Context: an optimization exercise on an open-source flow, tuned for a short achievable clock period and few clock cycles. The choices shown serve that exercise and are no tape-out recipe. In this exercise RTL edits were held to simulation tests only and were not proved equivalent to the original. Power figures rest on the tool's default switching activity, not on a simulated workload.

## flow/design.v (module list and top-level ports; edited modules follow where they fit)
// module mult_tree1: 2814 lines
// module mult_tree2: 306 lines
// module core_top: 337 lines
module core_top (
    input  logic                  clk,
    input  logic                  i_arst_n,
    output logic [32-1:0] o_imem_raddr,
    input  logic [32-1:0] i_imem_rdata,
    output logic [32-1:0] o_dmem_addr,
    output logic [32-1:0] o_dmem_wdata,
    output logic                  o_dmem_we,
    output logic [3:0]            o_dmem_sel,
    input  logic [32-1:0] i_dmem_rdata
);
  // ...
==> flow/flow/run.sh <==
#!/bin/bash
# Standard ORFS layout (the standard.sh, unchanged synthesis, floorplan, power grid,
# placement, CTS and routing), with the timing repair steps asked to leave setup margin, so
# that the resizer keeps optimising paths well past the 12 ns constraint.
set -euo pipefail
export SETUP_SLACK_MARGIN=9
export TNS_END_PERCENT=100
bash standard.sh > standard_make.log 2>&1
==> flow/standard.sh <==
#!/bin/bash
# synth_recipe.tcl (not shown) runs the flow's synth.tcl, then flattens the netlist and writes it again
# the make line also repeats each setting of config.mk as NAME=value (left out here)
make -C /OpenROAD-flow-scripts/flow DESIGN_CONFIG=/design/flow/config.mk WORK_HOME=/design/flow/orfs CLKGATE_MAP_FILE= SYNTH_SCRIPT=/design/flow/synth_recipe.tcl "${@:-finish}"
==> flow/config.mk <==
export PLATFORM = sky130hd
export DESIGN_NAME = core_top
export DESIGN_NICKNAME = core_top
export VERILOG_FILES = /design/flow/design.v
export SDC_FILE = /design/flow/constraint.sdc
export NUM_CORES = 4
export LEC_CHECK = 0
export ABC_CLOCK_PERIOD_IN_PS = 3500
export CAP_MARGIN = 20
export CELL_PAD_IN_SITES_DETAIL_PLACEMENT = 1
export CELL_PAD_IN_SITES_GLOBAL_PLACEMENT = 2
export CORE_MARGIN = 2
export CORE_UTILIZATION = 30
export PLACE_DENSITY = 0.45
export SLEW_MARGIN = 20
==> flow/constraint.sdc <==
create_clock -name core_clock -period 12.0 [get_ports {clk}]
set_input_delay 2.4000 -clock core_clock [delete_from_list [all_inputs] [get_ports {clk}]]
set_output_delay 2.4000 -clock core_clock [all_outputs]
set_load 0.01 [all_outputs]
==> metrics.md, run 1 <==
| Metric | Value |
|---|---|
| Run status | timing/DRC/antenna clean |
| Met2 wire length | 240,700 um |
| Cells after DPL | 11,266 |
| Design Area, Final | roughly 130,000 um^2 |
| Clock sink count | between 1,500 and 2,000 |
| Fraction of area in multi-input gates | between 30% and 40% |
| WL final | 577,000 um |
| P_comb | ~15,000 uW |
| Sequential share of cell area | approximately a third |
| H-Tree Depth | 4 |
| Post-CTS sizing | about 2,800 |
| Longest Clk Path Bufs | 4 |
| Slowest cell on the critical path | edfxtp_1 |
| Met2 Usage GRT | between 50% and 60% |
| Internal | 17,040 uW |
| Fin. Hold Viols | 0 |
| Multiplexer area fraction after synthesis | 3.030% |
| Largest family of logic cells by synthesized area | compound AO/OA/AOI/OAI gates |
| Ys async rst share | between 2 and 2.5% |
| Metal3 WL | 66,570 um |
| Hold WC Path Type | flip-flop to flip-flop |
| Postcts setup bufs | 840 |
| Endpoint, Worst Hold | m_lo[1] |
| TritonCTS Buffers | between 150 and 200 |
| NetSw | around 11,000 uW |
| Hold depth | 0 |
| Number of port buffers | roughly 160 |
| Top flop regs | rf_q (992), m_mr (122) |
| RR Endpoint | dm_addr_q[31] |
| RSZ-0062 raised after global routing | true |
| DP HPWL | between 300,000 and 400,000 um |
| Top post-synthesis cells by count | 1,054 x edfxtp_1, 758 x nor2_1, 521 x dfxtp_1, 457 x inv_1, 448 x nand2_1 |
| Antenna-violating nets left | 0 |
| Power per Cell Area | approximately 230 nW/um^2 |
| CTS tree | yes |
| CTS Root Cell | clkbuf_16 |
| Final setup vio count | 0 |
| DR pass1 iterations | 7 |
| Via count | about 80,000 |
| Fmax | approximately 210 MHz |
| Diode count | 25 |
| Post-Synthesis Cells | ~7,500 |
| Hold_sp | e_lo[1] |
| Placed Instance Area | 94,410 um^2 |
Testbench counts, summed over its fixed seeds: cycles 35,975.
==> module core_top, before the edit <==
module core_top (
    input  logic                  clk,
    input  logic                  i_arst_n,
    output logic [32-1:0] o_imem_raddr,
    input  logic [32-1:0] i_imem_rdata,
    output logic [32-1:0] o_dmem_addr,
    output logic [32-1:0] o_dmem_wdata,
    output logic                  o_dmem_we,
    output logic [3:0]            o_dmem_sel,
    input  logic [32-1:0] i_dmem_rdata
);
    localparam logic [5:0] OP_SPECIAL  = 6'h00;
    localparam logic [5:0] OP_SPECIAL2 = 6'h1c;
    localparam logic [5:0] OP_BEQ      = 6'h04;
    localparam logic [5:0] OP_BNE      = 6'h05;
    localparam logic [5:0] OP_ADDIU    = 6'h09;
    localparam logic [5:0] OP_ORI      = 6'h0d;
    localparam logic [5:0] OP_LUI      = 6'h0f;
    localparam logic [5:0] OP_LB       = 6'h20;
    localparam logic [5:0] OP_LW       = 6'h23;
    localparam logic [5:0] OP_LBU      = 6'h24;
    localparam logic [5:0] OP_SB       = 6'h28;
    localparam logic [5:0] OP_SW       = 6'h2b;
    localparam logic [5:0] FN_SLL  = 6'h00;
    localparam logic [5:0] FN_MUL  = 6'h02;
    localparam logic [5:0] FN_ADDU = 6'h21;
    localparam logic [5:0] FN_SUBU = 6'h23;
    localparam logic [5:0] FN_AND  = 6'h24;
    localparam logic [5:0] FN_OR   = 6'h25;
    localparam logic [5:0] FN_XOR  = 6'h26;
    localparam logic [5:0] FN_SLT  = 6'h2a;
    localparam logic [1:0] K_ALU  = 2'd0;
    localparam logic [1:0] K_LOAD = 2'd1;
    localparam logic [1:0] K_MUL  = 2'd2;
    localparam logic [1:0] L_LW  = 2'd0;
    localparam logic [1:0] L_LB  = 2'd1;
    localparam logic [1:0] L_LBU = 2'd2;
    logic [31:2] pc_q;
    logic        d_v;
    logic [31:0] d_ir;
    logic [31:2] d_pc;
    logic [31:0] d_rs_val;
    logic [31:0] d_rt_val;
    logic        e_we;
    logic [4:0]  e_wa;
    logic [1:0]  e_kind;
    logic        e_br;
    logic        e_bne;
    logic        e_pred;
    logic [31:2] e_fix;
    logic        e_add, e_and, e_or, e_xor, e_slt, e_sll, e_passb;
    logic        e_sub;
    logic [31:0] e_a;
    logic [31:0] e_b;
    logic [31:0] e_bx;
    logic [4:0]  e_sh;
    logic [1:0]  e_ldt;
    logic [1:0]  e_lo;
    logic        m_we;
    logic [4:0]  m_wa;
    logic [1:0]  m_kind;
    logic [31:0] m_res;
    logic [127:0] m_mr;
    logic [1:0]  m_ldt;
    logic [1:0]  m_lo;
    logic        w_we;
    logic [4:0]  w_wa;
    logic [31:0] w_res;
    logic        x_we;
    logic [4:0]  x_wa;
    logic [31:0] x_res;
    logic [31:1][31:0] rf_q;
    logic [31:0] dm_addr_q;
    logic [31:0] dm_wdata_q;
    logic        dm_we_q;
    logic [3:0]  dm_sel_q;
    logic [31:0] e_sum;
    logic [31:0] e_shl;
    logic        e_lt;
    logic [31:0] e_alu;
    logic        e_taken;
    logic        e_mispred;
    logic [127:0] e_mr;
    assign e_sum = e_a + e_bx + {31'b0, e_sub};
    assign e_shl = e_b << e_sh;
    assign e_lt  = (e_a[31] ^ e_b[31]) ? e_a[31] : e_sum[31];
    assign e_alu = ({32{e_add}}   & e_sum)
                 | ({32{e_and}}   & (e_a & e_b))
                 | ({32{e_or}}    & (e_a | e_b))
                 | ({32{e_xor}}   & (e_a ^ e_b))
                 | ({32{e_slt}}   & {31'b0, e_lt})
                 | ({32{e_sll}}   & e_shl)
                 | ({32{e_passb}} & e_b);
    assign e_taken   = (e_a == e_b) ^ e_bne;
    assign e_mispred = e_br && (e_taken != e_pred);
    mult_tree1 u_mul1 (
        .i_a (e_a),
        .i_b (e_b),
        .o_r (e_mr)
    );
    logic [7:0]  m_byte;
    logic [31:0] m_load;
    logic [31:0] m_prod;
    logic [31:0] m_late;
    logic [31:0] m_val;
    always_comb begin
        case (m_lo)
            2'd0: m_byte = i_dmem_rdata[7:0];
            2'd1: m_byte = i_dmem_rdata[15:8];
            2'd2: m_byte = i_dmem_rdata[23:16];
            default: m_byte = i_dmem_rdata[31:24];
        endcase
    end
    always_comb begin
        case (m_ldt)
            L_LB:    m_load = {{24{m_byte[7]}}, m_byte};
            L_LBU:   m_load = {24'b0, m_byte};
            default: m_load = i_dmem_rdata;
        endcase
    end
    logic [31:0] m_ms;
    logic [31:0] m_mc;
    mult_tree2 u_mul2 (
        .i_r (m_mr),
        .o_s (m_ms),
        .o_c (m_mc)
    );
    assign m_prod = m_ms + m_mc;
    assign m_late = (m_kind == K_LOAD) ? m_load : m_prod;
    assign m_val  = (m_kind == K_ALU) ? m_res : m_late;
    logic [5:0]  opcode;
    logic [5:0]  funct;
    logic [4:0]  rs;
    logic [4:0]  rt;
    logic [4:0]  rd;
    logic [15:0] imm;
    logic [31:0] imm_s;
    assign opcode = d_ir[31:26];
    assign funct  = d_ir[5:0];
    assign rs     = d_ir[25:21];
    assign rt     = d_ir[20:16];
    assign rd     = d_ir[15:11];
    assign imm    = d_ir[15:0];
    assign imm_s  = {{16{imm[15]}}, imm};
    logic is_r, is_mul, is_addiu, is_ori, is_lui, is_ld, is_st, is_br;
    logic f_addu, f_subu, f_and, f_or, f_xor, f_slt, f_sll;
    logic r_alu;
    logic writes;
    logic [4:0] wa;
    logic use_rs, use_rt;
    always_comb begin
        is_r     = (opcode == OP_SPECIAL);
        f_addu   = is_r && (funct == FN_ADDU);
        f_subu   = is_r && (funct == FN_SUBU);
        f_and    = is_r && (funct == FN_AND);
        f_or     = is_r && (funct == FN_OR);
        f_xor    = is_r && (funct == FN_XOR);
        f_slt    = is_r && (funct == FN_SLT);
        f_sll    = is_r && (funct == FN_SLL);
        r_alu    = f_addu | f_subu | f_and | f_or | f_xor | f_slt;
        is_mul   = (opcode == OP_SPECIAL2) && (funct == FN_MUL);
        is_addiu = (opcode == OP_ADDIU);
        is_ori   = (opcode == OP_ORI);
        is_lui   = (opcode == OP_LUI);
        is_ld    = (opcode == OP_LW) || (opcode == OP_LB) || (opcode == OP_LBU);
        is_st    = (opcode == OP_SW) || (opcode == OP_SB);
        is_br    = (opcode == OP_BEQ) || (opcode == OP_BNE);
        writes   = r_alu | f_sll | is_mul | is_addiu | is_ori | is_lui | is_ld;
        wa       = (is_r || is_mul) ? rd : rt;
        use_rs   = r_alu | is_mul | is_addiu | is_ori | is_ld | is_st | is_br;
        use_rt   = r_alu | f_sll | is_mul | is_st | is_br;
    end
    logic e_hit_rs, m_hit_rs, w_hit_rs, x_hit_rs;
    logic e_hit_rt, m_hit_rt, w_hit_rt, x_hit_rt;
    logic [31:0] rs_early, rt_early;
    logic [31:0] rs_late, rt_late;
    assign e_hit_rs = e_we && (e_wa == rs);
    assign m_hit_rs = m_we && (m_wa == rs);
    assign w_hit_rs = w_we && (w_wa == rs);
    assign e_hit_rt = e_we && (e_wa == rt);
    assign m_hit_rt = m_we && (m_wa == rt);
    assign w_hit_rt = w_we && (w_wa == rt);
    assign x_hit_rs = x_we && (x_wa == rs);
    assign x_hit_rt = x_we && (x_wa == rt);
    assign rs_early = (m_hit_rs && m_kind == K_ALU) ? m_res :
                      w_hit_rs ? w_res : x_hit_rs ? x_res : d_rs_val;
    assign rt_early = (m_hit_rt && m_kind == K_ALU) ? m_res :
                      w_hit_rt ? w_res : x_hit_rt ? x_res : d_rt_val;
    assign rs_late  = e_hit_rs ? e_alu :
                      (m_hit_rs && m_kind != K_ALU) ? m_late : rs_early;
    assign rt_late  = e_hit_rt ? e_alu :
                      (m_hit_rt && m_kind != K_ALU) ? m_late : rt_early;
    logic stall;
    assign stall = d_v && (
           (use_rs && e_hit_rs && ((is_ld || is_st) || e_kind != K_ALU))
        || ((is_ld || is_st) && m_hit_rs && m_kind != K_ALU)
        || (use_rt && e_hit_rt && e_kind != K_ALU));
    logic issue;
    assign issue = d_v && !stall;
    logic [31:2] br_tgt;
    logic [31:2] br_fall;
    logic        br_same;
    logic        pred;
    assign br_tgt  = d_pc + 30'd1 + {{14{imm[15]}}, imm};
    assign br_fall = d_pc + 30'd2;
    assign br_same = (rs == rt);
    assign pred    = br_same ? (opcode == OP_BEQ) : ((opcode == OP_BNE) || imm[15]);
    logic [31:0] dm_addr;
    assign dm_addr = rs_early + imm_s;
    always_ff @(posedge clk or negedge i_arst_n) begin
        if (!i_arst_n) begin
            pc_q <= 30'(32'h0040_0000 >> 2);
            d_v  <= 1'b0;
        end else begin
            if (e_mispred)                      pc_q <= e_fix;
            else if (stall)                     pc_q <= pc_q;
            else if (d_v && is_br && pred)      pc_q <= br_tgt;
            else                                pc_q <= pc_q + 30'd1;
            if (!stall) d_v <= !e_mispred;
        end
    end
    logic [31:0] f_rs_oh, f_rt_oh;
    logic [31:0] f_rs_val, f_rt_val;
    assign f_rs_oh = 32'b1 << i_imem_rdata[25:21];
    assign f_rt_oh = 32'b1 << i_imem_rdata[20:16];
    always_comb begin
        f_rs_val = '0;
        f_rt_val = '0;
        for (int i = 1; i < 32; i++) begin
            f_rs_val = f_rs_val | ({32{f_rs_oh[i]}} & rf_q[i]);
            f_rt_val = f_rt_val | ({32{f_rt_oh[i]}} & rf_q[i]);
        end
    end
    always_ff @(posedge clk) begin
        if (!stall) begin
            d_ir     <= i_imem_rdata;
            d_pc     <= pc_q;
            d_rs_val <= f_rs_val;
            d_rt_val <= f_rt_val;
        end else begin
            if (x_hit_rs) d_rs_val <= x_res;
            if (x_hit_rt) d_rt_val <= x_res;
        end
    end
    always_ff @(posedge clk or negedge i_arst_n) begin
        if (!i_arst_n) begin
            e_we   <= 1'b0;
            e_br   <= 1'b0;
        end else begin
            e_we   <= issue && writes && (wa != 5'd0);
            e_br   <= issue && is_br;
        end
    end
    always_ff @(posedge clk) begin
        e_wa    <= wa;
        e_kind  <= is_ld ? K_LOAD : is_mul ? K_MUL : K_ALU;
        e_bne   <= (opcode == OP_BNE);
        e_pred  <= pred;
        e_fix   <= pred ? br_fall : br_tgt;
        e_add   <= f_addu | f_subu | is_addiu;
        e_sub   <= f_subu | f_slt;
        e_and   <= f_and;
        e_or    <= f_or | is_ori;
        e_xor   <= f_xor;
        e_slt   <= f_slt;
        e_sll   <= f_sll;
        e_passb <= is_lui;
        e_sh    <= d_ir[10:6];
        e_ldt   <= (opcode == OP_LB) ? L_LB : (opcode == OP_LBU) ? L_LBU : L_LW;
        e_lo    <= dm_addr[1:0];
        e_a     <= rs_late;
        e_b     <= is_addiu ? imm_s :
                   is_ori   ? {16'b0, imm} :
                   is_lui   ? {imm, 16'b0} : rt_late;
        e_bx    <= is_addiu ? imm_s :
                   (f_subu | f_slt) ? ~rt_late : rt_late;
    end
    always_ff @(posedge clk or negedge i_arst_n) begin
        if (!i_arst_n) begin
            dm_we_q <= 1'b0;
        end else begin
            dm_we_q <= issue && is_st;
        end
    end
    always_ff @(posedge clk) begin
        dm_addr_q  <= {dm_addr[31:2], 2'b00};
        dm_sel_q   <= (opcode == OP_SW) ? 4'b1111 : (4'b0001 << dm_addr[1:0]);
        dm_wdata_q <= (opcode == OP_SW) ? rt_late : {4{rt_late[7:0]}};
    end
    always_ff @(posedge clk or negedge i_arst_n) begin
        if (!i_arst_n) begin
            m_we <= 1'b0;
        end else begin
            m_we <= e_we;
        end
    end
    always_ff @(posedge clk) begin
        m_wa   <= e_wa;
        m_kind <= e_kind;
        m_res  <= e_alu;
        m_mr   <= e_mr;
        m_ldt  <= e_ldt;
        m_lo   <= e_lo;
    end
    always_ff @(posedge clk or negedge i_arst_n) begin
        if (!i_arst_n) begin
            w_we <= 1'b0;
        end else begin
            w_we <= m_we;
        end
    end
    always_ff @(posedge clk) begin
        w_wa  <= m_wa;
        w_res <= m_val;
    end
    always_ff @(posedge clk or negedge i_arst_n) begin
        if (!i_arst_n) begin
            x_we <= 1'b0;
        end else begin
            x_we <= w_we;
        end
    end
    always_ff @(posedge clk) begin
        x_wa  <= w_wa;
        x_res <= w_res;
    end
    always_ff @(posedge clk) begin
        for (int i = 1; i < 32; i++) begin
            if (w_we && (w_wa == 5'(i))) rf_q[i] <= w_res;
        end
    end
    assign o_imem_raddr = {pc_q, 2'b00};
    assign o_dmem_addr  = dm_addr_q;
    assign o_dmem_wdata = dm_wdata_q;
    assign o_dmem_we    = dm_we_q;
    assign o_dmem_sel   = dm_sel_q;
endmodule
==> inputs of run 2 (changes only) <==
--- a/flow/design.v
+++ b/flow/design.v
@@ -3225,10 +3225,13 @@
     logic [1:0]  e_ldt;
-    logic [1:0]  e_lo;
+    logic [3:0]  e_lane;
     logic        m_we;
     logic [4:0]  m_wa;
-    logic [1:0]  m_kind;
     logic [31:0] m_res;
     logic [127:0] m_mr;
-    logic [1:0]  m_ldt;
-    logic [1:0]  m_lo;
+    logic        m_alu;
+    logic        m_lw;
+    logic        m_lbx;
+    logic        m_lb;
+    logic        m_mul;
+    logic [3:0]  m_lane;
     logic        w_we;
@@ -3269,3 +3272,3 @@
     logic [7:0]  m_byte;
-    logic [31:0] m_load;
+    logic        m_sign;
     logic [31:0] m_prod;
@@ -3273,17 +3276,7 @@
     logic [31:0] m_val;
-    always_comb begin
-        case (m_lo)
-            2'd0: m_byte = i_dmem_rdata[7:0];
-            2'd1: m_byte = i_dmem_rdata[15:8];
-            2'd2: m_byte = i_dmem_rdata[23:16];
-            default: m_byte = i_dmem_rdata[31:24];
-        endcase
-    end
-    always_comb begin
-        case (m_ldt)
-            L_LB:    m_load = {{24{m_byte[7]}}, m_byte};
-            L_LBU:   m_load = {24'b0, m_byte};
-            default: m_load = i_dmem_rdata;
-        endcase
-    end
+    assign m_byte = ({8{m_lane[0]}} & i_dmem_rdata[7:0])
+                  | ({8{m_lane[1]}} & i_dmem_rdata[15:8])
+                  | ({8{m_lane[2]}} & i_dmem_rdata[23:16])
+                  | ({8{m_lane[3]}} & i_dmem_rdata[31:24]);
+    assign m_sign = m_lb & m_byte[7];
     logic [31:0] m_ms;
@@ -3296,4 +3289,9 @@
     assign m_prod = m_ms + m_mc;
-    assign m_late = (m_kind == K_LOAD) ? m_load : m_prod;
-    assign m_val  = (m_kind == K_ALU) ? m_res : m_late;
+    assign m_late[7:0]  = ({8{m_lw}}   & i_dmem_rdata[7:0])
+                        | ({8{m_lbx}}  & m_byte)
+                        | ({8{m_mul}}  & m_prod[7:0]);
+    assign m_late[31:8] = ({24{m_lw}}  & i_dmem_rdata[31:8])
+                        | {24{m_sign}}
+                        | ({24{m_mul}} & m_prod[31:8]);
+    assign m_val  = ({32{m_alu}} & m_res) | m_late;
     logic [5:0]  opcode;
@@ -3344,18 +3342,58 @@
     logic [31:0] rs_late, rt_late;
-    assign e_hit_rs = e_we && (e_wa == rs);
-    assign m_hit_rs = m_we && (m_wa == rs);
-    assign w_hit_rs = w_we && (w_wa == rs);
-    assign e_hit_rt = e_we && (e_wa == rt);
-    assign m_hit_rt = m_we && (m_wa == rt);
-    assign w_hit_rt = w_we && (w_wa == rt);
-    assign x_hit_rs = x_we && (x_wa == rs);
-    assign x_hit_rt = x_we && (x_wa == rt);
-    assign rs_early = (m_hit_rs && m_kind == K_ALU) ? m_res :
+    logic [4:0] f_rs, f_rt;
+    logic       id_we;
+    assign f_rs  = i_imem_rdata[25:21];
+    assign f_rt  = i_imem_rdata[20:16];
+    assign id_we = d_v && writes && (wa != 5'd0);
+    always_ff @(posedge clk) begin
+        if (!stall) begin
+            e_hit_rs <= id_we && (wa == f_rs);
+            e_hit_rt <= id_we && (wa == f_rt);
+            m_hit_rs <= e_we && (e_wa == f_rs);
+            m_hit_rt <= e_we && (e_wa == f_rt);
+            w_hit_rs <= m_we && (m_wa == f_rs);
+            w_hit_rt <= m_we && (m_wa == f_rt);
+            x_hit_rs <= w_we && (w_wa == f_rs);
+            x_hit_rt <= w_we && (w_wa == f_rt);
+        end else begin
+            e_hit_rs <= 1'b0;
+            e_hit_rt <= 1'b0;
+            m_hit_rs <= e_we && (e_wa == rs);
+            m_hit_rt <= e_we && (e_wa == rt);
+            w_hit_rs <= m_we && (m_wa == rs);
+            w_hit_rt <= m_we && (m_wa == rt);
+            x_hit_rs <= w_we && (w_wa == rs);
+            x_hit_rt <= w_we && (w_wa == rt);
+        end
+    end
+    assign rs_early = (m_hit_rs && m_alu) ? m_res :
                       w_hit_rs ? w_res : x_hit_rs ? x_res : d_rs_val;
-    assign rt_early = (m_hit_rt && m_kind == K_ALU) ? m_res :
+    assign rt_early = (m_hit_rt && m_alu) ? m_res :
                       w_hit_rt ? w_res : x_hit_rt ? x_res : d_rt_val;
-    assign rs_late  = e_hit_rs ? e_alu :
-                      (m_hit_rs && m_kind != K_ALU) ? m_late : rs_early;
-    assign rt_late  = e_hit_rt ? e_alu :
-                      (m_hit_rt && m_kind != K_ALU) ? m_late : rt_early;
+    logic s_e_rs, s_m_rs, s_r_rs;
+    logic s_e_rt, s_m_rt, s_r_rt;
+    assign s_e_rs = e_hit_rs;
+    assign s_m_rs = !e_hit_rs && m_hit_rs && !m_alu;
+    assign s_r_rs = !s_e_rs && !s_m_rs;
+    assign s_e_rt = e_hit_rt;
+    assign s_m_rt = !e_hit_rt && m_hit_rt && !m_alu;
+    assign s_r_rt = !s_e_rt && !s_m_rt;
+    assign rs_late  = ({32{s_e_rs}} & e_alu) | ({32{s_m_rs}} & m_late) | ({32{s_r_rs}} & rs_early);
+    assign rt_late  = ({32{s_e_rt}} & e_alu) | ({32{s_m_rt}} & m_late) | ({32{s_r_rt}} & rt_early);
+    logic        b_imm;
+    logic [31:0] b_immv;
+    logic        b_inv;
+    logic [31:0] b_late;
+    logic [31:0] bx_late;
+    assign b_imm   = is_addiu | is_ori | is_lui;
+    assign b_immv  = is_addiu ? imm_s : is_ori ? {16'b0, imm} : {imm, 16'b0};
+    assign b_inv   = f_subu | f_slt;
+    assign b_late  = ({32{s_e_rt && !b_imm}} & e_alu)
+                   | ({32{s_m_rt && !b_imm}} & m_late)
+                   | ({32{s_r_rt && !b_imm}} & rt_early)
+                   | ({32{b_imm}} & b_immv);
+    assign bx_late = ({32{s_e_rt && !b_imm}} & (e_alu ^ {32{b_inv}}))
+                   | ({32{s_m_rt && !b_imm}} & (m_late ^ {32{b_inv}}))
+                   | ({32{s_r_rt && !b_imm}} & (rt_early ^ {32{b_inv}}))
+                   | ({32{b_imm}} & b_immv);
     logic stall;
@@ -3363,3 +3401,3 @@
            (use_rs && e_hit_rs && ((is_ld || is_st) || e_kind != K_ALU))
-        || ((is_ld || is_st) && m_hit_rs && m_kind != K_ALU)
+        || ((is_ld || is_st) && m_hit_rs && !m_alu)
         || (use_rt && e_hit_rt && e_kind != K_ALU));
@@ -3374,3 +3412,10 @@
     assign br_same = (rs == rt);
-    assign pred    = br_same ? (opcode == OP_BEQ) : ((opcode == OP_BNE) || imm[15]);
+    logic br_known;
+    logic br_eq;
+    assign br_known = !(e_hit_rs || e_hit_rt
+                        || (m_hit_rs && !m_alu) || (m_hit_rt && !m_alu));
+    assign br_eq    = (rs_early == rt_early);
+    assign pred    = br_same  ? (opcode == OP_BEQ) :
+                     br_known ? (br_eq ^ (opcode == OP_BNE)) :
+                                ((opcode == OP_BNE) || imm[15]);
     logic [31:0] dm_addr;
@@ -3389,14 +3434,7 @@
     end
-    logic [31:0] f_rs_oh, f_rt_oh;
+    logic [31:0][31:0] rf_all;
     logic [31:0] f_rs_val, f_rt_val;
-    assign f_rs_oh = 32'b1 << i_imem_rdata[25:21];
-    assign f_rt_oh = 32'b1 << i_imem_rdata[20:16];
-    always_comb begin
-        f_rs_val = '0;
-        f_rt_val = '0;
-        for (int i = 1; i < 32; i++) begin
-            f_rs_val = f_rs_val | ({32{f_rs_oh[i]}} & rf_q[i]);
-            f_rt_val = f_rt_val | ({32{f_rt_oh[i]}} & rf_q[i]);
-        end
-    end
+    assign rf_all   = {rf_q, 32'b0};
+    assign f_rs_val = rf_all[i_imem_rdata[25:21]];
+    assign f_rt_val = rf_all[i_imem_rdata[20:16]];
     always_ff @(posedge clk) begin
@@ -3437,9 +3475,6 @@
         e_ldt   <= (opcode == OP_LB) ? L_LB : (opcode == OP_LBU) ? L_LBU : L_LW;
-        e_lo    <= dm_addr[1:0];
+        e_lane  <= 4'b0001 << dm_addr[1:0];
         e_a     <= rs_late;
-        e_b     <= is_addiu ? imm_s :
-                   is_ori   ? {16'b0, imm} :
-                   is_lui   ? {imm, 16'b0} : rt_late;
-        e_bx    <= is_addiu ? imm_s :
-                   (f_subu | f_slt) ? ~rt_late : rt_late;
+        e_b     <= b_late;
+        e_bx    <= bx_late;
     end
@@ -3466,7 +3501,10 @@
         m_wa   <= e_wa;
-        m_kind <= e_kind;
+        m_alu  <= (e_kind == K_ALU);
+        m_lw   <= (e_kind == K_LOAD) && (e_ldt == L_LW);
+        m_lbx  <= (e_kind == K_LOAD) && (e_ldt != L_LW);
+        m_lb   <= (e_kind == K_LOAD) && (e_ldt == L_LB);
+        m_mul  <= (e_kind == K_MUL);
         m_res  <= e_alu;
         m_mr   <= e_mr;
-        m_ldt  <= e_ldt;
-        m_lo   <= e_lo;
+        m_lane <= e_lane;
     end
==> flow/flow/run.sh (replaced) <==
#!/bin/bash
# The standard ORFS layout (standard.sh: unchanged synthesis, floorplan, power grid,
# placement, CTS and routing) with two changes to how it is optimised:
#  - the port buffers that global placement adds on every input and output are buf_4
#    cells instead of the delay cell the resizer otherwise picks;
#  - the timing repair steps are asked to leave setup margin, so that the resizer keeps
#    optimising paths well past the 12 ns constraint.
# make's output goes to standard_make.log; ORFS keeps each tool's log under orfs/logs.
set -euo pipefail
export BUFFER_PORTS_ARGS="-buffer_cell sky130_fd_sc_hd__buf_4"
export SETUP_SLACK_MARGIN=9
export TNS_END_PERCENT=100
bash standard.sh > standard_make.log 2>&1
--- a/flow/config.mk
+++ b/flow/config.mk
@@ -9,4 +9,2 @@
 export CAP_MARGIN = 20
-export CELL_PAD_IN_SITES_DETAIL_PLACEMENT = 1
-export CELL_PAD_IN_SITES_GLOBAL_PLACEMENT = 2
 export CORE_MARGIN = 2
==> run 2 against run 1 <==
Still clean on timing, DRC and antenna. Power shrank 12%. Fmax grew 2.8%. Routed wire length shrank 29%. Non-clock buffer count shrank 625. Sequential share of layout area grew 0.90 points. Clock power shrank 5.2%. Hold slack lost 13 ps. Synthesized cell count shrank 2.1%. Critical path type unchanged. Highest routed layer unchanged.
==> metrics.md, run 2 <==
| Metric | Value |
|---|---|
| Layout cells sized above 1 | between 30% and 40% |
| WP data required | roughly 13,000 ps |
| Gr ovfl total | 0 |
| Commonest cells after routing, fill and taps aside | 1,054 x edfxtp_1, 601 x mux4_2, 599 x nor2_1, 496 x inv_1, 488 x nand2_1 |
| Layout area overhead | 32.86% |
| Hold WC Path Type | flip-flop to flip-flop |
| Clock transition at path regs | ~60 ps |
| Number of hold buffers added after cts | 0 |
| # DRC | 0 |
| Worst vdd ir | between 0.3 and 0.4 mV |
| Setup CP Type | flip-flop to flip-flop |
| Die width | between 500 and 600 um |
| Number of port buffers | 162 (unchanged) |
| RSZ-0062 raised after global routing | true |
| Setup ws final | around 7400 ps |
| Clock latency (worst-skew pair) | ~900 ps |
| Top flop regs | rf_q (992), m_mr (122) |
| Fin. Hold Viols | 0 (unchanged) |
| Commonest non-fill, non-tap cell in the layout | edfxtp_1 |
| CTS tree | yes |
| Synth top area cells | edfxtp_1 34%, mux4_2 15%, dfxtp_1 11% |
| Longest Clk Path Bufs | 4 (unchanged) |
| Power per Cell Area | 203.8 nW/um^2 (-10%) |
| Synth cell types | 89 |
| Placed Instance Area | 100,400 um^2 (+6.4%) |
| WL final | 409,300 um (-29%) |
| Number of I/O pins | around 170 |
| Post-place setup slack | 5651 ps |
| Number of global-route vias before repair | approximately 69,000 |
| Data arrival time of the worst path | 5300 ps |
| Vias per Instance | approximately 5.6 |
| Cells after DPL | 11,395 (+1.1%) |
| Run status | timing/DRC/antenna clean |
| Mean Syn Cell Area | ~13 um^2 |
| First-pass GRT wire length | roughly 560,000 um |
| Seq/Total Area, Yosys | a little under half |
| Slew headroom | about a quarter |
| Comb pwr share | between 40 and 50% |
| Crit Path Max Fanout | 4 |
| Clock period minus worst slack | between 4000 and 5000 ps |
| Post-Synthesis Cells | 7,387 (-2.1%) |
| Max reg flops | between 900 and 1,000 |
| Setup TNS | 0 ps |
| DR pass1 iterations | 9 (+2) |
| #FFs+latches synth | between 1,500 and 2,000 |
| Initial core utilization | between 30% and 40% |
| Fmax | 219.6 MHz (+2.8%) |
| Antenna-violating nets left | 0 (unchanged) |
| Yosys warning count | 1 |
| Pleak | 0.04614 uW |
| Ys async rst share | 2.224% (-0.072 points) |
| Area leader, netlist | edfxtp_1 |
| Most common cell in the synthesized netlist | edfxtp_1 |
| Clock sink count | 1,619 (+0.43%) |
| Die Area | 313,300 um^2 |
| H-Tree Depth | 4 (unchanged) |
| Synth top area share | 34.16% |
| CTS Root Cell | clkbuf_16 |
| Top post-synthesis cells by count | 1,054 x edfxtp_1, 756 x nor2_1, 601 x mux4_2, 573 x inv_1, 529 x dfxtp_1 |
| Slew Limit Fails | 0 |
| Fin crit share | between 30% and 40% |
| Switch share | between 30% and 40% |
| Core box area | ~310,000 um^2 |
| Clock power frac | 24.0% |
| Total Nets Final | a little under 9,000 |
| Non-filler instance count after layout | approximately 12,000 |
| Post-synth EDFFs | roughly 1,100 |
| DP HPWL | 240,300 um (-26%) |
| Top reg by flops | rf_q |
| NetSw | 9647 uW (-16%) |
| Worst-path cell chain | fa_1 > inv_1 > fa_1 > inv_2 > ha_4 > or4_4 > o21ai_4 > nand3b_1 > a211oi_4 > buf_6 > o21ai_4 > o221a_4 > a31oi_4 > mux2i_2 > buf_6 > o31a_1 > o211ai_1 > nand2_1 |
| Ys flop type | edfxtp_1 |
| Total track usage | approximately a quarter |
| Max incr delay on CP | between 500 and 600 ps |
| Hold Slack | about 320 ps |
| Worst-Margin Slew | between 1000 and 1500 ps |
| Internal | 15,440 uW (-9.4%) |
| Worst setup SP type | flip-flop |
| TritonCTS Buffers | 190 (-2.6%) |
| Final setup vio count | 0 (unchanged) |
| Rows | slightly above 200 |
| GPL Wtd Cong | roughly 0.95 |
| Final setup skew | 89.80 ps |
| DR iter-0 viols | roughly 8,100 |
| Initial antenna violation count | 25 |
| Die H | ~560 um |
| Post-Syn Area | 92,640 um^2 |
| Slowest cell on the critical path | or4_4 |
| Largest net degree at the start of global routing | 70 |
| Via count | 69,522 (-14%) |
| Avg WL per Cell | ~33 um |
| Design Area, Final | 123,100 um^2 (-2.2%) |
| Worst Setup End Kind | flip-flop |
| Max cap viols | 0 |
| Sequential cell fraction of total power | between 20% and 30% |
## run 2: changes by cell type after synthesis, moves of 39 or more
cell / previous run / this run
inv_1: 457 / 573
xnor2_1: 153 / 226
mux2i_1: 89 / 173
clkbuf_1: 390 / 307
nand2_1: 448 / 527
nand3_1: 119 / 80
mux2_2: 58 / 106
buf_1: 46 / 97
a221oi_1: 265 / 45
mux4_2: 26 / 601
a22oi_1: 422 / 23
nand4_1: 156 / 39
a22o_1: 258 / 60
a222oi_1: 64 / 11
## run 2: worst paths after layout
kind                       cells after the start  slack (ps)   endpoint  startpoint
setup / recovery                              18        7450    e_b[29]     m_mr[5]
hold / removal                                 0         320  m_lane[0]   e_lane[0]
setup reg to reg                              18        7450    e_b[29]     m_mr[5]
hold reg to reg                                0         320  m_lane[0]   e_lane[0]
max in group asynchronous                      1        9900    pc_q[8]    i_arst_n
min in group asynchronous                      1        1570   pc_q[21]    i_arst_n
## run 2: cells by family (layout without fill, tap and decap cells)
group / count (synthesis) / count (layout) / share of synthesized area (%)
adder cells (fa/ha/maj): 626 / 626 / 11.79
AO/OA/AOI/OAI: 1164 / 1164 / 8.113
other: 1 / 8 / 0.004048
buffers and inverters: 1042 / 1962 / 4.354
multiplexers: 906 / 906 / 18.12
AND/OR/NAND/NOR: 1696 / 1696 / 7.901
flip-flops: 1619 / 1619 / 46.57
XOR/XNOR: 333 / 333 / 3.148
## run 2: power by group through the flow
stage          logic (uW)  registers [uW]  clock network (uW)
2_1_floorplan        5920            6800                   0
3_3_place_gp         8830            6960                   0
3_5_place_dp         8750            6960                   0
4_1_cts             10700            6840                6120
5_1_grt             13200            6880                6340
6_report            12200            6850                6030
## run 2: stage by stage
| stage | util, % | total power [uW] |
|---|---|---|
| 2_1_floorplan | - | 12710 |
| 3_3_place_gp | 32.56 | 15790 |
| 3_5_place_dp | 32.60 | 15710 |
| 4_1_cts | 38.80 | 23650 |
| 5_1_grt | 39.95 | 26410 |
| 6_report | 39.95 | 25090 |
## run 2: per-layer routing
| metal | share of wire (%) | GRT usage [%] | vias up |
|---|---|---|---|
| met5 | 0.012 | 0 | - |
| met4 | 6.0 | 12.16 | 8 |
| li1 | - | - | 28631 |
| met1 | 40 | 33.06 | 36649 |
| met2 | 47 | 41.64 | 3405 |
| met3 | 6.9 | 3.369 | 829 |
## run 2: area by class of cell
class	instances	area, um^2
Antenna cell	4	10.01
Clock buffer	258	5375
Clock inverter	87	969.7
Fill cell	28714	185000
Inverter	599	2616
Multi-Input combinational cell	4729	51920
Sequential cell	1619	43410
Tap cell	4120	5155
Timing Repair Buffer	1008	13460
Timing Repair inverter	10	160.2
## run 2: worst max-delay path: cells and delay by family (launching register included)
kind	cells	cell delay (ps)
buffers and inverters	4	470
muxes	1	270
AOI/OAI and AO/OA	7	1360
adders and majority gates	3	1200
and+or+nand+nor	3	830
DFF	1	320
## run 2: what timing repair did
item,CTS,global route
setup buffers,418,146
endpoints found under the setup margin,627,563
resized for setup,1439,429
pin swaps,268,234
cloned,113,13
hold endpoints to repair,0,0
Testbench counts of run 2, summed over its fixed seeds: cycles 35,875.
==> inputs of run 3 (changes only) <==
--- a/flow/design.v
+++ b/flow/design.v
@@ -3236,2 +3236,5 @@
     logic [3:0]  m_lane;
+    logic        w_mul;
+    logic [31:0] w_ms;
+    logic [31:0] w_mc;
     logic        w_we;
@@ -3273,3 +3276,2 @@
     logic        m_sign;
-    logic [31:0] m_prod;
     logic [31:0] m_late;
@@ -3288,10 +3290,11 @@
     );
-    assign m_prod = m_ms + m_mc;
     assign m_late[7:0]  = ({8{m_lw}}   & i_dmem_rdata[7:0])
-                        | ({8{m_lbx}}  & m_byte)
-                        | ({8{m_mul}}  & m_prod[7:0]);
+                        | ({8{m_lbx}}  & m_byte);
     assign m_late[31:8] = ({24{m_lw}}  & i_dmem_rdata[31:8])
-                        | {24{m_sign}}
-                        | ({24{m_mul}} & m_prod[31:8]);
+                        | {24{m_sign}};
     assign m_val  = ({32{m_alu}} & m_res) | m_late;
+    logic [31:0] w_prod;
+    logic [31:0] w_val;
+    assign w_prod = w_ms + w_mc;
+    assign w_val  = w_mul ? w_prod : w_res;
     logic [5:0]  opcode;
@@ -3348,36 +3351,49 @@
     always_ff @(posedge clk) begin
-        if (!stall) begin
-            e_hit_rs <= id_we && (wa == f_rs);
-            e_hit_rt <= id_we && (wa == f_rt);
-            m_hit_rs <= e_we && (e_wa == f_rs);
-            m_hit_rt <= e_we && (e_wa == f_rt);
-            w_hit_rs <= m_we && (m_wa == f_rs);
-            w_hit_rt <= m_we && (m_wa == f_rt);
-            x_hit_rs <= w_we && (w_wa == f_rs);
-            x_hit_rt <= w_we && (w_wa == f_rt);
-        end else begin
-            e_hit_rs <= 1'b0;
-            e_hit_rt <= 1'b0;
-            m_hit_rs <= e_we && (e_wa == rs);
-            m_hit_rt <= e_we && (e_wa == rt);
-            w_hit_rs <= m_we && (m_wa == rs);
-            w_hit_rt <= m_we && (m_wa == rt);
-            x_hit_rs <= w_we && (w_wa == rs);
-            x_hit_rt <= w_we && (w_wa == rt);
-        end
-    end
-    assign rs_early = (m_hit_rs && m_alu) ? m_res :
-                      w_hit_rs ? w_res : x_hit_rs ? x_res : d_rs_val;
-    assign rt_early = (m_hit_rt && m_alu) ? m_res :
-                      w_hit_rt ? w_res : x_hit_rt ? x_res : d_rt_val;
-    logic s_e_rs, s_m_rs, s_r_rs;
-    logic s_e_rt, s_m_rt, s_r_rt;
-    assign s_e_rs = e_hit_rs;
-    assign s_m_rs = !e_hit_rs && m_hit_rs && !m_alu;
-    assign s_r_rs = !s_e_rs && !s_m_rs;
-    assign s_e_rt = e_hit_rt;
-    assign s_m_rt = !e_hit_rt && m_hit_rt && !m_alu;
-    assign s_r_rt = !s_e_rt && !s_m_rt;
-    assign rs_late  = ({32{s_e_rs}} & e_alu) | ({32{s_m_rs}} & m_late) | ({32{s_r_rs}} & rs_early);
-    assign rt_late  = ({32{s_e_rt}} & e_alu) | ({32{s_m_rt}} & m_late) | ({32{s_r_rt}} & rt_early);
+        e_hit_rs <= n_e_rs;
+        e_hit_rt <= n_e_rt;
+        m_hit_rs <= n_m_rs;
+        m_hit_rt <= n_m_rt;
+        w_hit_rs <= n_w_rs;
+        w_hit_rt <= n_w_rt;
+        x_hit_rs <= n_x_rs;
+        x_hit_rt <= n_x_rt;
+    end
+    logic em_rs, ew_rs, ex_rs, ed_rs, le_rs, lm_rs, lw_rs, lr_rs;
+    logic em_rt, ew_rt, ex_rt, ed_rt, le_rt, lm_rt, lw_rt, lr_rt;
+    logic n_e_rs, n_m_rs, n_w_rs, n_x_rs;
+    logic n_e_rt, n_m_rt, n_w_rt, n_x_rt;
+    assign n_e_rs = !stall && id_we && (wa == f_rs);
+    assign n_e_rt = !stall && id_we && (wa == f_rt);
+    assign n_m_rs = e_we && (e_wa == (stall ? rs : f_rs));
+    assign n_m_rt = e_we && (e_wa == (stall ? rt : f_rt));
+    assign n_w_rs = m_we && (m_wa == (stall ? rs : f_rs));
+    assign n_w_rt = m_we && (m_wa == (stall ? rt : f_rt));
+    assign n_x_rs = w_we && (w_wa == (stall ? rs : f_rs));
+    assign n_x_rt = w_we && (w_wa == (stall ? rt : f_rt));
+    always_ff @(posedge clk) begin
+        em_rs <= n_m_rs && (e_kind == K_ALU);
+        ew_rs <= !n_m_rs && n_w_rs && !m_mul;
+        ex_rs <= !n_m_rs && !n_w_rs && n_x_rs;
+        ed_rs <= !n_m_rs && !n_w_rs && !n_x_rs;
+        le_rs <= n_e_rs;
+        lm_rs <= !n_e_rs && n_m_rs && (e_kind == K_LOAD);
+        lw_rs <= !n_e_rs && !n_m_rs && n_w_rs && m_mul;
+        lr_rs <= !n_e_rs && !(n_m_rs && (e_kind == K_LOAD)) && !(!n_m_rs && n_w_rs && m_mul);
+        em_rt <= n_m_rt && (e_kind == K_ALU);
+        ew_rt <= !n_m_rt && n_w_rt && !m_mul;
+        ex_rt <= !n_m_rt && !n_w_rt && n_x_rt;
+        ed_rt <= !n_m_rt && !n_w_rt && !n_x_rt;
+        le_rt <= n_e_rt;
+        lm_rt <= !n_e_rt && n_m_rt && (e_kind == K_LOAD);
+        lw_rt <= !n_e_rt && !n_m_rt && n_w_rt && m_mul;
+        lr_rt <= !n_e_rt && !(n_m_rt && (e_kind == K_LOAD)) && !(!n_m_rt && n_w_rt && m_mul);
+    end
+    assign rs_early = ({32{em_rs}} & m_res) | ({32{ew_rs}} & w_res)
+                    | ({32{ex_rs}} & x_res) | ({32{ed_rs}} & d_rs_val);
+    assign rt_early = ({32{em_rt}} & m_res) | ({32{ew_rt}} & w_res)
+                    | ({32{ex_rt}} & x_res) | ({32{ed_rt}} & d_rt_val);
+    assign rs_late  = ({32{le_rs}} & e_alu) | ({32{lm_rs}} & m_late)
+                    | ({32{lw_rs}} & w_prod) | ({32{lr_rs}} & rs_early);
+    assign rt_late  = ({32{le_rt}} & e_alu) | ({32{lm_rt}} & m_late)
+                    | ({32{lw_rt}} & w_prod) | ({32{lr_rt}} & rt_early);
     logic        b_imm;
@@ -3390,9 +3406,11 @@
     assign b_inv   = f_subu | f_slt;
-    assign b_late  = ({32{s_e_rt && !b_imm}} & e_alu)
-                   | ({32{s_m_rt && !b_imm}} & m_late)
-                   | ({32{s_r_rt && !b_imm}} & rt_early)
+    assign b_late  = ({32{le_rt && !b_imm}} & e_alu)
+                   | ({32{lm_rt && !b_imm}} & m_late)
+                   | ({32{lw_rt && !b_imm}} & w_prod)
+                   | ({32{lr_rt && !b_imm}} & rt_early)
                    | ({32{b_imm}} & b_immv);
-    assign bx_late = ({32{s_e_rt && !b_imm}} & (e_alu ^ {32{b_inv}}))
-                   | ({32{s_m_rt && !b_imm}} & (m_late ^ {32{b_inv}}))
-                   | ({32{s_r_rt && !b_imm}} & (rt_early ^ {32{b_inv}}))
+    assign bx_late = ({32{le_rt && !b_imm}} & (e_alu ^ {32{b_inv}}))
+                   | ({32{lm_rt && !b_imm}} & (m_late ^ {32{b_inv}}))
+                   | ({32{lw_rt && !b_imm}} & (w_prod ^ {32{b_inv}}))
+                   | ({32{lr_rt && !b_imm}} & (rt_early ^ {32{b_inv}}))
                    | ({32{b_imm}} & b_immv);
@@ -3401,4 +3419,6 @@
            (use_rs && e_hit_rs && ((is_ld || is_st) || e_kind != K_ALU))
-        || ((is_ld || is_st) && m_hit_rs && !m_alu)
-        || (use_rt && e_hit_rt && e_kind != K_ALU));
+        || (use_rt && e_hit_rt && e_kind != K_ALU)
+        || (use_rs && m_hit_rs && (m_mul || ((is_ld || is_st) && !m_alu)))
+        || (use_rt && m_hit_rt && m_mul)
+        || ((is_ld || is_st) && w_hit_rs && w_mul));
     logic issue;
@@ -3415,3 +3435,4 @@
     assign br_known = !(e_hit_rs || e_hit_rt
-                        || (m_hit_rs && !m_alu) || (m_hit_rt && !m_alu));
+                        || (m_hit_rs && !m_alu) || (m_hit_rt && !m_alu)
+                        || (w_hit_rs && w_mul) || (w_hit_rt && w_mul));
     assign br_eq    = (rs_early == rt_early);
@@ -3520,2 +3541,5 @@
         w_res <= m_val;
+        w_mul <= m_mul;
+        w_ms  <= m_ms;
+        w_mc  <= m_mc;
     end
@@ -3530,3 +3554,3 @@
         x_wa  <= w_wa;
-        x_res <= w_res;
+        x_res <= w_val;
     end
@@ -3534,3 +3558,3 @@
         for (int i = 1; i < 32; i++) begin
-            if (w_we && (w_wa == 5'(i))) rf_q[i] <= w_res;
+            if (w_we && (w_wa == 5'(i))) rf_q[i] <= w_val;
         end
==> run 3 against run 2 <==
Sequential power grew 7.7%. Sequential share of layout area up 0.64 points. Clock skew up 29 ps. Utilization is 0.76 points higher. Final area rose by 3.3%. Routed wire length is 5.7% higher. Critical path depth fell by 17. Global-route usage rose by 1.0 points. Synthesized area up 1.8%. Highest routed layer unchanged. Non-clock buffer count increased by 192. Combinational power down 13%. Via count rose by 3.9%.
==> metrics.md, run 3 <==
| Metric | Value |
|---|---|
| Run status | timing/DRC/antenna clean |
| CTS Root Cell | clkbuf_16 |
| GPL Wtd Cong | 0.9331 (-1.3%) |
| TritonCTS Buffers | 196 (+3.2%) |
| Clock latency (worst-skew pair) | 930 ps (+20 ps) |
| Post-Synthesis Cells | 7,299 (-1.2%) |
| Post-Syn Area | 94,300 um^2 (+1.8%) |
| Synth top area cells | edfxtp_1 36%, mux4_2 14%, dfxtp_1 12% |
| Initial core utilization | 30.18% (+0.11 points) |
| H-Tree Depth | 4 (unchanged) |
| Number of global-route vias before repair | 72,399 (+4.2%) |
| Final setup skew | 119.1 ps (+29.29 ps) |
| Hold Slack | 318.1 ps (+2.954 ps) |
| DR iter-0 viols | 8,736 (+7.9%) |
| Crit Path Max Fanout | 2 (-2) |
| Post-synth EDFFs | 1,118 (+6.1%) |
| CP bufs+invs | 1 (-3) |
| # DRC | 0 (unchanged) |
| Slew headroom | 21.56% (-2.3 points) |
| Worst-Margin Slew | 1177 ps (+34.87 ps) |
| Comb pwr share | 44.3% (-4.4 points) |
| Final setup vio count | 0 (unchanged) |
| Worst setup SP type | flip-flop |
| Total Nets Final | 8,999 (+1.7%) |
| Internal | 14,920 uW (-3.4%) |
| Commonest cells after routing, fill and taps aside | 1,118 x edfxtp_1, 604 x mux4_2, 562 x buf_4, 545 x nand2_1, 468 x nor2_1 |
| Via count | 72,239 (+3.9%) |
| Mean Syn Cell Area | 12.92 um^2 (+3.0%) |
| Rows | 205 (+0.49%) |
| Slowest cell on the critical path | dfstp_2 |
| Ys async rst share | 2.121% (-0.10 points) |
| Die Area | 318,800 um^2 (+1.8%) |
| Fmax | 250.6 MHz (+14%) |
| Die H | 564.7 um (+0.88%) |
| Switch share | 37.82% (-0.63 points) |
| CTS tree | yes |
| Largest net degree at the start of global routing | 66 (-5.7%) |
| First-pass GRT wire length | 587,000 um (+4.7%) |
| Fill cells | 28,763 (+0.17%) |
| WL final | 432,500 um (+5.7%) |
| Slew Limit Fails | 0 (unchanged) |
| Antenna-violating nets left | 0 (unchanged) |
| Clock sink count | 1,697 (+4.8%) |
| Fin. Hold Viols | 0 (unchanged) |
| Setup CP Type | flip-flop to primary output |
| Die width | 564.7 um (+0.88%) |
| Hold WC Path Type | flip-flop to flip-flop |
| Ys flop type | edfxtp_1 |
| Yosys warning count | 1 (unchanged) |
| Layout cells sized above 1 | 40.83% (+2.5 points) |
| NetSw | 9073 uW (-5.9%) |
| Clock transition at path regs | 70 ps (about the same) |
| Fin crit share | 33.25% (-4.7 points) |
| Clock period minus worst slack | 3990 ps (-562.6 ps) |
| Core box area | 312,400 um^2 (+1.4%) |
| Vias per Instance | 5.731 (+2.5%) |
| #FFs+latches synth | 1,697 (+4.8%) |
| Commonest non-fill, non-tap cell in the layout | edfxtp_1 |
| Power per Cell Area | 188.6 nW/um^2 (-7.4%) |
| Worst Setup End Kind | primary output |
| Number of port buffers | 162 (unchanged) |
| Max cap viols | 0 (unchanged) |
| Sequential cell fraction of total power | 30.8% (+3.5 points) |
| Worst vdd ir | 0.2151 mV (-33%) |
| Avg WL per Cell | 34.32 um (+4.3%) |
| Top flop regs | rf_q (992), m_mr (122) |
| Top post-synthesis cells by count | 1,118 x edfxtp_1, 648 x nor2_1, 629 x nand2_1, 604 x mux4_2, 543 x dfxtp_1 |
| Number of I/O pins | 167 (unchanged) |
| Top reg by flops | rf_q |
| Clock power frac | 24.9% (+0.9 points) |
| Gr ovfl total | 0 (unchanged) |
| Seq/Total Area, Yosys | 48.09% (+1.5 points) |
| RSZ-0062 raised after global routing | true |
| WP data required | 9600 ps (-3150 ps) |
| Synth top area share | 35.60% (+1.4 points) |
| Data arrival time of the worst path | 1590 ps (-3710 ps) |
| DR pass1 iterations | 6 (-3) |
| Max reg flops | 992 (unchanged) |
| Setup TNS | 0 ps (unchanged) |
| Longest Clk Path Bufs | 4 (unchanged) |
| Area leader, netlist | edfxtp_1 |
| Worst-path cell chain | buf_6 |
| Most common cell in the synthesized netlist | edfxtp_1 |
| DP HPWL | 246,700 um (+2.7%) |
| Synth cell types | 100 (+12%) |
| Top delay family on crit path | flip-flops |
| Initial antenna violation count | 19 (-24%) |
| Layout area overhead | 34.87% |
| Pleak | 0.04790 uW (+3.8%) |
| Total track usage | 26.36% (+1.0 points) |
| Max incr delay on CP | 600 ps (+40 ps) |
[run 3: power by group through the flow]
stage / registers, uW / clock network, uW / logic (uW)
after floorplan: 7300 / 0 / 4540
after global placement: 7490 / 0 / 7410
after detailed placement: 7490 / 0 / 7400
after CTS: 7370 / 6060 / 9880
after global routing: 7430 / 6280 / 11400
final: 7380 / 5970 / 10600
[run 3: logic make-up after synthesis]
family / Yosys count / share of synthesized area (%)
flops: 1697 / 48.09
xor+xnor: 273 / 2.536
fa+ha+maj: 626 / 11.58
other cells: 1 / 0.003977
compound gates: 1228 / 9.170
buf+inv: 947 / 3.843
simple gates: 1694 / 7.822
mux: 833 / 16.96
[run 3: final timing paths]
| check | end | from | slack, ps | cells past startpoint |
|---|---|---|---|---|
| max | o_imem_raddr[22] | pc_q[22] | 8010 | 1 |
| min | w_ms[2] | m_mr[66] | 320 | 0 |
| max reg2reg | pc_q[18] | ed_rs | 8160 | 16 |
| min reg2reg | w_ms[2] | m_mr[66] | 320 | 0 |
| max in group asynchronous | pc_q[19] | i_arst_n | 9940 | 1 |
| min in group asynchronous | w_we | i_arst_n | 1540 | 1 |
[run 3: final cells by class]
| cell class | instances | area [um^2] | area share [%] |
|---|---|---|---|
| tap | 4140 | 5180 | 4.073 |
| timing repair buffer | 1200 | 15400 | 12.11 |
| sequential | 1697 | 45670 | 35.91 |
| clock inverter | 87 | 769.5 | 0.6050 |
| antenna | 6 | 15.01 | 0.01181 |
| clock buffer | 262 | 5458 | 4.291 |
| inverter | 498 | 2302 | 1.810 |
| timing repair inverter | 7 | 71.32 | 0.05608 |
| multi-input combinational | 4707 | 52310 | 41.13 |
[run 3: through the flow]
step	total power [uW]	instance area, um^2	cells	worst slack [ps]	utilization, %
after floorplan	11840	96820	7302	7737	-
after CTS	23320	123500	12415	7970	39.53
final	23990	127200	12604	8010	40.71
after global routing	25140	127200	12601	7988	40.71
after global placement	14900	101700	11319	5777	32.56
after detailed placement	14900	101900	11327	5755	32.61
[run 3: repair_timing]
action / CTS / global route
setup endpoints to repair: 1450 / 1188
pin swaps: 411 / 332
setup buffers: 580 / 159
hold buffers: 0 / 0
gates cloned: 159 / 24
gates resized for setup: 1682 / 460
[run 3: metal layers]
metal  vias to the layer above  wire length, um  global-route usage, %  share of wire, %
li1                      29440                -                      -                 -
met1                     37768           162300                  32.78                38
met2                      3930           201900                  42.85                47
met3                      1097            35080                  4.457               8.1
met5                         -              298                      0             0.069
met4                         4            33010                  16.13               7.6
Testbench counts of run 3, summed over its fixed seeds: cycles 36,163.
==> inputs of run 4 (changes only) <==
--- a/flow/design.v
+++ b/flow/design.v
@@ -3445,9 +3445,4 @@
         if (!i_arst_n) begin
-            pc_q <= 30'(32'h0040_0000 >> 2);
             d_v  <= 1'b0;
         end else begin
-            if (e_mispred)                      pc_q <= e_fix;
-            else if (stall)                     pc_q <= pc_q;
-            else if (d_v && is_br && pred)      pc_q <= br_tgt;
-            else                                pc_q <= pc_q + 30'd1;
             if (!stall) d_v <= !e_mispred;
@@ -3455,2 +3450,9 @@
     end
+    always_ff @(posedge clk) begin
+        if (!i_arst_n)                      pc_q <= 30'(32'h0040_0000 >> 2);
+        else if (e_mispred)                 pc_q <= e_fix;
+        else if (stall)                     pc_q <= pc_q;
+        else if (d_v && is_br && pred)      pc_q <= br_tgt;
+        else                                pc_q <= pc_q + 30'd1;
+    end
     logic [31:0][31:0] rf_all;
@@ -3501,8 +3503,4 @@
     end
-    always_ff @(posedge clk or negedge i_arst_n) begin
-        if (!i_arst_n) begin
-            dm_we_q <= 1'b0;
-        end else begin
-            dm_we_q <= issue && is_st;
-        end
+    always_ff @(posedge clk) begin
+        dm_we_q <= i_arst_n && issue && is_st;
     end
--- a/flow/config.mk
+++ b/flow/config.mk
@@ -10,4 +10,4 @@
 export CORE_MARGIN = 2
-export CORE_UTILIZATION = 30
-export PLACE_DENSITY = 0.45
+export CORE_UTILIZATION = 45
+export PLACE_DENSITY = 0.55
 export SLEW_MARGIN = 20
==> run 4 against run 3 <==
Still clean. Synthesized cell count decreased by 0.44%. Routed wire length is 2.5% lower. Via count is 3.2% higher. Sequential power fell by 3.1%. Die area decreased by 33%. Count of clock-buffer cells in the layout decreased by 19. Flip-flop and latch count unchanged. Sequential share of layout area increased by 0.35 points. Utilization increased by 20 points. Cell count decreased by 11%.
==> metrics.md, run 4 <==
| Metric | Value |
|---|---|
| Most common cell in the synthesized netlist | edfxtp_1 |
| Post-Syn Area | 93,830 um^2 (-0.50%) |
| Mean Syn Cell Area | 12.91 um^2 (about the same) |
| Hold WC Path Type | flip-flop to flip-flop |
| Initial core utilization | 45.27% (+15 points) |
| Final setup vio count | 0 (unchanged) |
| Tot Pwr | 22,970 uW (-4.3%) |
| Pleak | 0.04807 uW (+0.35%) |
| DP HPWL | 228,900 um (-7.2%) |
| Fin. Hold Viols | 0 (unchanged) |
| RR Endpoint | dm_wdata_q[30] |
| Post-Synthesis Cells | 7,267 (-0.44%) |
| Number of global-route vias before repair | 71,788 (-0.84%) |
| Largest net degree at the start of global routing | 48 (-27%) |
| Antenna-violating nets left | 0 (unchanged) |
| Reg-to-reg critical path startpoint | e_a[1] |
| Rows | 167 (-19%) |
| Core box area | 207,300 um^2 (-34%) |
| H-Tree Depth | 4 (unchanged) |
| Largest family of logic cells by synthesized area | multiplexers |
| R2R cell count | 16 (unchanged) |
| Commonest cells after routing, fill and taps aside | 1,118 x edfxtp_1, 604 x mux4_2, 541 x buf_4, 500 x nor2_1, 474 x nand2_1 |
| Endpoint, Worst Hold | m_lane[3] |
| Top reg by flops | rf_q |
| WP data required | 12,680 ps (+3080 ps) |
| Synth Area in XOR/XNOR | 2.371% (-0.16 points) |
| Data arrival time of the worst path | 4510 ps (+2920 ps) |
| CTS tree | yes |
| Synth Area in Compound Gates | 9.240% (+0.070 points) |
| Vias per Instance | 6.637 (+16%) |
| Top post-synthesis cells by count | 1,118 x edfxtp_1, 689 x nor2_1, 604 x mux4_2, 574 x dfxtp_1, 561 x nand2_1 |
| Synth top area cells | edfxtp_1 36%, mux4_2 14%, dfxtp_1 12% |
| Initial antenna violation count | 15 (-4) |
| Adder-Cell Fraction of Synth Area | 11.64% (+0.058 points) |
| #FFs+latches synth | 1,697 (unchanged) |
| Total Nets Final | 8,969 (-0.33%) |
| Layout area overhead | 33.90% |
| First-pass GRT wire length | 569,500 um (-3.0%) |
| WL final | 421,800 um (-2.5%) |
| Area leader, netlist | edfxtp_1 |
| Hold_sp | e_lane[3] |
| Gr ovfl total | 0 (unchanged) |
| Setup TNS | 0 ps (unchanged) |
| Worst-Margin Slew | 1281 ps (+104.5 ps) |
| Die Area | 212,200 um^2 (-33%) |
| Ys flop type | edfxtp_1 |
| Crit Path Max Fanout | 4 (+2) |
| Power per Cell Area | 182.8 nW/um^2 (-3.1%) |
| Hold depth | 0 (unchanged) |
| Total track usage | 38.82% (+12 points) |
| Slowest cell on the critical path | a221oi_4 |
| CTS Root Cell | clkbuf_16 |
| Clock sink count | 1,697 (unchanged) |
| Multiplexer area fraction after synthesis | 16.98% (+0.024 points) |
| TritonCTS Buffers | 184 (-6.1%) |
| Seq/Total Area, Yosys | 48.16% (+0.074 points) |
| Top delay family on crit path | compound AO/OA/AOI/OAI gates |
| Via count | 74,549 (+3.2%) |
| R2R Setup Slk | 8170 ps (about the same) |
| Fin crit share | 31.89% (-1.4 points) |
| Synth top area share | 35.78% (+0.18 points) |
| Post-synth EDFFs | 1,118 (unchanged) |
| # DRC | 0 (unchanged) |
| Fmax | 261.3 MHz (+4.3%) |
| Slew Limit Fails | 0 (unchanged) |
| Ys async rst share | 0.2946% (-1.8 points) |
| Worst vdd ir | 0.2970 mV (+38%) |
| Number of port buffers | 162 (unchanged) |
| Commonest non-fill, non-tap cell in the layout | edfxtp_1 |
| Sequential cell area | 45,550 um^2 (-0.26%) |
| Max cap viols | 0 (unchanged) |
| Number of I/O pins | 167 (unchanged) |
| Max incr delay on CP | 540 ps (-60 ps) |
| DR iter-0 viols | 11,068 (+27%) |
| Setup CP Type | flip-flop to flip-flop |
| Fill cells | 15,781 (-45%) |
| Max reg flops | 992 (unchanged) |
| Area of the multi-input gates | 52,110 um^2 (-0.39%) |
| Simple-Gate Fraction of Synth Area | 7.704% (-0.12 points) |
| Worst setup SP type | flip-flop |
| Yosys warning count | 1 (unchanged) |
| Final setup skew | 82.07 ps (-37.02 ps) |
| CP bufs+invs | 5 (+4) |
| Slew headroom | 13.98% (-7.6 points) |
| Worst-path cell chain | buf_12 > clkinv_16 > buf_16 > fa_2 > nand2b_4 > a21o_4 > a21oi_4 > o31ai_4 > buf_6 > o211a_4 > a21boi_4 > o21a_4 > o211ai_1 > buf_4 > a221oi_4 > nor2_1 |
| Worst Setup End Kind | flip-flop |
| Clock period minus worst slack | 3827 ps (-163.6 ps) |
| GPL Wtd Cong | 1.026 (+10%) |
| Layout cells sized above 1 | 41.35% (+0.52 points) |
| Clock latency (worst-skew pair) | 890 ps (-40 ps) |
| Avg WL per Cell | 37.55 um (+9.4%) |
| RSZ-0062 raised after global routing | true |
| Longest Clk Path Bufs | 3 (-1) |
| Synth cell types | 102 (+2.0%) |
| Run status | timing/DRC/antenna clean |
| Die width | 460.6 um (-18%) |
| DR pass1 iterations | 13 (+7) |
| Top flop regs | rf_q (992), m_mr (122) |
| Die H | 460.6 um (-18%) |
| Clock transition at path regs | 60 ps (about the same) |
## run 4: where the power goes
group	internal, uW	leakage, uW	switching, uW
sequential	6790	0.0154	368
clock	3370	0.00301	2540
combinational	4130	0.0297	5780
## run 4: timing repair
action	CTS	global route
pin swaps	465	369
hold buffers	0	0
cloned	173	18
hold endpoints to repair	0	0
endpoints found under the setup margin	1420	1319
gates resized for setup	1695	520
buffers inserted	548	209
## run 4: worst max-delay path by stage
stage                     endpoint  cells past startpoint             start
finish              dm_wdata_q[30]                     16            e_a[1]
global route         dm_addr_q[30]                     17             ex_rs
CTS                  dm_addr_q[30]                     17             ex_rs
detailed placement    d_rt_val[14]                      7  i_imem_rdata[17]
global placement      d_rt_val[21]                      7  i_imem_rdata[17]
floorplan             d_rs_val[28]                      7  i_imem_rdata[21]
## run 4: layer usage
layer | vias to the layer above | GRT usage (%) | wire length, um
met2 | 5654 | 58.74 | 185700
met1 | 38111 | 49.68 | 149600
met3 | 1464 | 9.938 | 50370
li1 | 29308 | - | -
met4 | 12 | 25.04 | 36000
met5 | - | 0 | 197
## run 4: cell families after synthesis
family / after synthesis
compound gates: 1258
xor+xnor: 254
buf+inv: 947
mux: 828
flops: 1697
other cells: 1
simple gates: 1656
fa+ha+maj: 626
## run 4: layout make-up
| cell class | instances | area share, % |
|---|---|---|
| repair buffers | 1208 | 12.52 |
| well taps | 2788 | 2.776 |
| clock buffers | 243 | 3.987 |
| clock inverters | 102 | 0.9879 |
| multi-input cells | 4676 | 41.47 |
| flip-flops and latches | 1697 | 36.26 |
| diodes | 9 | 0.01793 |
| inverters | 502 | 1.922 |
| repair inverters | 8 | 0.05577 |
## run 4: per-stage QoR
| step | util [%] | hold slack, ps | instances | setup WS (ps) | cell area, um^2 |
|---|---|---|---|---|---|
| 6_report | 60.61 | 329.1 | 11233 | 8173 | 125600 |
| 5_1_grt | 60.61 | 335.5 | 11227 | 8112 | 125600 |
| 4_1_cts | 58.52 | 330.1 | 10997 | 8165 | 121300 |
| 3_5_place_dp | 47.95 | 317.8 | 9931 | 5695 | 99390 |
| 3_3_place_gp | 47.94 | 312.3 | 9930 | 5779 | 99370 |
| 2_1_floorplan | - | 309.6 | 7270 | 7724 | 96410 |
Testbench counts of run 4, summed over its fixed seeds: cycles 36,163.

-- afterwards: timing with drivers on the ports --
Ports are ideal in the flow. The routed layouts listed here were re-timed in OpenROAD. Step 1 assumes that a clkbuf_16 drives the clock port and a buf_2 every other input. Step 2 also shifts input and output timing later by t, the mid clock arrival at the registers, as if the neighbouring blocks saw the same clock. Three values: ideal, step 1, step 2; two values: the first two.
| run | t (ns) | setup WS [ns] | clock arrival spread, ns | worst data-port slew with drivers (ns) |
|---|---|---|---|---|
| run 1 | 0.981 | 7.321 / 7.321 / 6.747 | 0.099 / 0.099 | 0.08 |
| run 2 | 0.959 | 7.447 / 7.447 / 6.725 | 0.092 / 0.091 | 0.90 |
| run 3 | 0.961 | 8.010 / 7.917 / 6.982 | 0.120 / 0.120 | 0.48 |
| run 4 | 0.941 | 8.173 / 7.723 / 6.782 | 0.084 / 0.083 | 0.90 |
After both steps setup and hold are still met in every run listed. The setup slack of run 4, which loses most, moves by -0.450 ns with the drivers and by -1.391 ns with both steps.
